From an optimization exercise on the open Yosys and OpenROAD flow, aimed at small area, a short achievable clock period and few clock cycles per item; shortcuts taken in it are not production practice. In this exercise RTL edits were held to simulation tests only and were not proved equivalent to the original. No activity file was given, so power comes from the tool's default toggle rates.

## gf_addsub_lanes
module gf_addsub_lanes #(
    parameter int               WIDTH   = 32,
    parameter logic [WIDTH-1:0] MODULUS = 32'hec940e71,
    parameter int               LANES   = 4
) (
    input  logic                     i_clk,
    input  logic                     i_rst,
    input  logic                     i_valid,
    output logic                     o_ready,
    input  logic [1:0]               i_op,
    input  logic [LANES*WIDTH-1:0]   i_a,
    input  logic [LANES*WIDTH-1:0]   i_b,
    output logic                     o_valid,
    input  logic                     i_ready,
    output logic [LANES*WIDTH-1:0]   o_out,
    output logic [LANES-1:0]         o_err
);
Size: ~1700 cells after synthesis, ~140 flip-flops, ~400 I/O pins, roughly 15000 um^2 of cells after synthesis.
Settings: LEC_CHECK=0, CAP_MARGIN=20, CORE_MARGIN=2, CORE_UTILIZATION=40, CTS_BUF_LIST=sky130_fd_sc_hd__clkbuf_8, GPL_TIMING_DRIVEN=1, SETUP_SLACK_MARGIN=1.1, SLEW_MARGIN=20, TNS_END_PERCENT=20; clock period 5.5 ns.
standard.sh (not shown) runs the stock make flow with config.mk's settings and CLKGATE_MAP_FILE= SYNTH_SCRIPT=/design/flow/synth_recipe.tcl, a recipe that flattens the netlist after the stock synthesis.
==> flow/flow/run.sh <==
#!/bin/bash
# Layout flow: the standard ORFS flow (standard.sh) with these changes:
#  - the ports get plain sky130_fd_sc_hd__buf_1 buffers instead of delay cells;
#  - if flow/abc.script exists, synthesis maps the logic with that ABC script in place
#    of ORFS's speed script (everything else in the synthesis is the standard flow's own script);
#  - settings in flow/env.sh (if any) are exported before the flow runs.
# Each tool's full output goes to the ORFS logs under orfs/logs; make's own output
# goes to flow_make.log here.
set -euo pipefail
W=$(pwd)
export BUFFER_PORTS_ARGS="-buffer_cell sky130_fd_sc_hd__buf_1"
if [[ -f flow/env.sh ]]; then source flow/env.sh; fi
SYN=$W/synth_recipe.tcl
if [[ -f flow/abc.script ]]; then
  cat > $W/flow_synth.tcl <<EOT
proc abc {args} {
  set i [lsearch -exact \$args -script]
  if {\$i >= 0} { lset args [expr {\$i + 1}] $W/flow/abc.script }
  yosys abc {*}\$args
}
source $W/synth_recipe.tcl
EOT
  SYN=$W/flow_synth.tcl
fi
sed "s#SYNTH_SCRIPT=$W/synth_recipe.tcl#SYNTH_SCRIPT=$SYN#" standard.sh > flow_standard.sh
bash flow_standard.sh > flow_make.log 2>&1
==> flow/flow/env.sh <==
export REMOVE_ABC_BUFFERS=1
Testbench counts at the start, summed over its fixed seeds: cycles 12,008, items 12,000.
Change:
CORE_UTILIZATION = 50   (was 40)
TNS_END_PERCENT = not set   (was 20)
After rerunning: The new run finished with timing, DRC and antenna clean; design area came out higher by about 0.8%; sequential power hardly moves; count of clock-buffer cells in the layout is unchanged; wire length came out lower by about 4.4%; hold slack gains 0.15 ns; sequential cell count is unchanged; maximum frequency came out lower by about 1.1%; global-route usage came out higher by 3.5 points.
Change:
CORE_UTILIZATION = 40   (was 50)
GPL_TIMING_DRIVEN = 0   (was 1)
SETUP_SLACK_MARGIN = 1.15   (was 1.1)
- cell area goes up by 6.3%
- power rose by 3.5%
- area after synthesis stays the same
- combinational power increases by about 4%
- count of clock-buffer cells in the layout is unchanged
- worst setup slack improved by 0.033 ns
Change:
CORE_UTILIZATION = 30   (was 40)
SETUP_SLACK_MARGIN = 1.1   (was 1.15)
What happened: Cell area rises by 1.3%. Die area goes up by 33%. Setup slack loses 0.073 ns. Global-route usage is lower by 4.8 points. Flip-flop and latch count does not change. Synthesized area does not change. Final cell count is higher by 6.0%. Register-to-register slack gets better by 0.22 ns. Maximum frequency drops by 1.6%. Synthesized cell count stays the same.

* * *

The RTL this note starts from:
==> flow/design.v <==
module gf_addsub_lanes #(
    parameter int               WIDTH   = 32,
    parameter logic [WIDTH-1:0] MODULUS = 32'hec940e71,
    parameter int               LANES   = 4
) (
    input  logic                     i_clk,
    input  logic                     i_rst,
    input  logic                     i_valid,
    output logic                     o_ready,
    input  logic [1:0]               i_op,
    input  logic [LANES*WIDTH-1:0]   i_a,
    input  logic [LANES*WIDTH-1:0]   i_b,
    output logic                     o_valid,
    input  logic                     i_ready,
    output logic [LANES*WIDTH-1:0]   o_out,
    output logic [LANES-1:0]         o_err
);
    localparam int PREFIX = 0;
    localparam int LOGW   = 5;   
    function automatic logic [WIDTH:0] carries(input logic [WIDTH-1:0] g,
                                               input logic [WIDTH-1:0] p,
                                               input logic             cin);
        logic [WIDTH-1:0] gg, pp, gn, pn;
        gg    = g;
        pp    = p;
        gg[0] = g[0] | (p[0] & cin);
        if (PREFIX == 0) begin
            for (int l = 0; l < LOGW; l++) begin
                gn = gg;
                pn = pp;
                for (int i = 0; i < WIDTH; i++) begin
                    if ((i >> l) & 1) begin
                        gn[i] = gg[i] | (pp[i] & gg[((i >> l) << l) - 1]);
                        pn[i] = pp[i] & pp[((i >> l) << l) - 1];
                    end
                end
                gg = gn;
                pp = pn;
            end
        end else if (PREFIX == 1) begin
            for (int l = 0; l < LOGW; l++) begin
                for (int i = 0; i < WIDTH; i++) begin
                    if (((i + 1) % (2 << l)) == 0) begin
                        gg[i] = gg[i] | (pp[i] & gg[i - (1 << l)]);
                        pp[i] = pp[i] & pp[i - (1 << l)];
                    end
                end
            end
            for (int l = LOGW - 2; l >= 0; l--) begin
                for (int i = 0; i < WIDTH; i++) begin
                    if (((i + 1) % (2 << l)) == (1 << l) && i >= (2 << l)) begin
                        gg[i] = gg[i] | (pp[i] & gg[i - (1 << l)]);
                        pp[i] = pp[i] & pp[i - (1 << l)];
                    end
                end
            end
        end else begin
            for (int l = 0; l < LOGW; l++) begin
                gn = gg;
                pn = pp;
                for (int i = 0; i < WIDTH; i++) begin
                    if (i >= (1 << l)) begin
                        gn[i] = gg[i] | (pp[i] & gg[i - (1 << l)]);
                        pn[i] = pp[i] & pp[i - (1 << l)];
                    end
                end
                gg = gn;
                pp = pn;
            end
        end
        carries = {gg, cin};
    endfunction
    logic sub_c, neg_c;
    assign sub_c = i_op[0] ^ i_op[1];
    assign neg_c = i_op[1] & ~i_op[0];
    logic [LANES-1:0][WIDTH-1:0] v_c;
    logic [LANES-1:0]            co_c;
    logic [LANES-1:0]            err_c;
    for (genvar k = 0; k < LANES; k++) begin : g_front
        logic [WIDTH-1:0] a, b, x, y, yi;
        logic [WIDTH:0]   c1;
        assign a = i_a[k*WIDTH +: WIDTH];
        assign b = i_b[k*WIDTH +: WIDTH];
        assign err_c[k] = (a >= MODULUS) | ((b >= MODULUS) & ~i_op[1]);
        assign x  = a & {WIDTH{~neg_c}};
        assign y  = (a & {WIDTH{neg_c}}) | (b & {WIDTH{~i_op[1]}});
        assign yi = y ^ {WIDTH{sub_c}};
        assign c1      = carries(x & yi, x ^ yi, sub_c);
        assign v_c[k]  = ~(x ^ y) ^ c1[WIDTH-1:0];
        assign co_c[k] = c1[WIDTH];
    end
    logic [LANES-1:0][WIDTH-1:0] v_q;
    logic [LANES-1:0]            co_q;
    logic                        sub_q;
    assign o_ready = ~o_valid | i_ready;
    always_ff @(posedge i_clk) begin
        if (i_rst) begin
            o_valid <= 1'b0;
        end else if (o_ready) begin
            o_valid <= i_valid;
        end
    end
    always_ff @(posedge i_clk) begin
        if (o_ready) begin
            v_q   <= v_c;
            co_q  <= co_c;
            sub_q <= sub_c;
            o_err <= err_c;
        end
    end
    for (genvar k = 0; k < LANES; k++) begin : g_back
        logic [WIDTH-1:0] v, d;
        logic [WIDTH:0]   cw;
        logic             pick;
        assign v    = v_q[k];
        assign cw   = carries(v & MODULUS, v | MODULUS, 1'b0);
        assign d    = MODULUS ^ cw[WIDTH-1:0];
        assign pick = sub_q ? ~co_q[k] : (co_q[k] | ~cw[WIDTH]);
        assign o_out[k*WIDTH +: WIDTH] = v ^ {WIDTH{~sub_q}} ^ (d & {WIDTH{pick}});
    end
endmodule
export LEC_CHECK = 0
export CAP_MARGIN = 20
export CORE_MARGIN = 2
export CORE_UTILIZATION = 40
export GPL_TIMING_DRIVEN = 0
export SETUP_SLACK_MARGIN = 1.4
export SLEW_MARGIN = 20
create_clock -name core_clock -period 5.5 [get_ports {i_clk}]
Scripts as last shown in full above: flow/flow/run.sh
Testbench counts at the start, summed over its fixed seeds: cycles 12,008, items 12,000.
Edit:
- SETUP_SLACK_MARGIN: 1.4 -> 1.0
=> The new run ran to the end with no violations; die area does not change; power fell by 19%; worst hold slack gets better by 0.0040 ns; first-iteration DRC count fell by 20%; count of clock-buffer cells in the layout fell by 1; setup slack gets worse by 0.063 ns; register-to-register slack gets worse by 0.10 ns.
Edit:
- SETUP_SLACK_MARGIN: 1.0 -> 0.2
The new run produced a clean layout. Via count decreases by 0.69%. Synthesized cell count stays the same. Core utilization decreases by 2.9 points. Setup slack loses 0.72 ns. Global-route usage decreases by 0.60 points. Final area decreases by 5.7%. Count of clock-buffer cells in the layout increases by 11. Sequential cell count stays the same.
Edit:
- SETUP_SLACK_MARGIN: 0.2 -> 0.6
The new run passed the timing, DRC and antenna checks.
Global-route usage drops by 0.34 points.
Setup slack gets better by 0.38 ns.
Total power climbs by 3.2%.
Core utilization climbs by 0.89 points.
Cell area climbs by 1.9%.
First-iteration DRC count climbs by 14%.

[port drivers added, routing unchanged]
How much do the figures lean on ideal ports? The routed layouts below were timed once more, with nothing changed but the port constraints. Step 1 (the two cells are an assumption about what drives the block):
set clk [get_ports {i_clk}]
set_driving_cell -lib_cell sky130_fd_sc_hd__clkbuf_16 $clk
set_driving_cell -lib_cell sky130_fd_sc_hd__buf_2 [delete_from_list [all_inputs] $clk]
Step 2 moves the port delays by t, midway between the first and last clock arrival at a register: inputs arrive t later, outputs are due t later. That takes back most of the time a late clock gives input paths. Slacks: ideal ports / drivers / drivers and shift; pairs: ideal ports / drivers.
run | shift t [ns] | setup WS [ns] | worst slew at a driven data input, ns | pins driven straight from the clock port
the first run of note 1 | 0.521 | 1.117 / 1.073 / 0.685 | 0.11 | 1
the second run of note 1 | 0.486 | 1.067 / 1.026 / 0.776 | 0.07 | 1
the third run of note 1 | 0.510 | 1.100 / 0.978 / 0.469 | 0.16 | 1
the fourth run of note 1 | 0.595 | 1.027 / 0.981 / 0.503 | 0.13 | 1
the first run of note 2 | 0.521 | 1.097 / 1.076 / 0.582 | 0.11 | 1
the second run of note 2 | 0.513 | 1.034 / 0.984 / 0.625 | 0.12 | 1
the third run of note 2 | 0.501 | 0.319 / 0.340 / -0.161 | 0.12 | 1
the fourth run of note 2 | 0.519 | 0.694 / 0.693 / 0.201 | 0.10 | 1
With both steps, setup timing fails in the third run of note 2, where it was met with ideal ports. For the third run of note 1, which loses most, drivers alone change the setup slack by -0.122 ns; drivers and shift together by -0.631 ns.
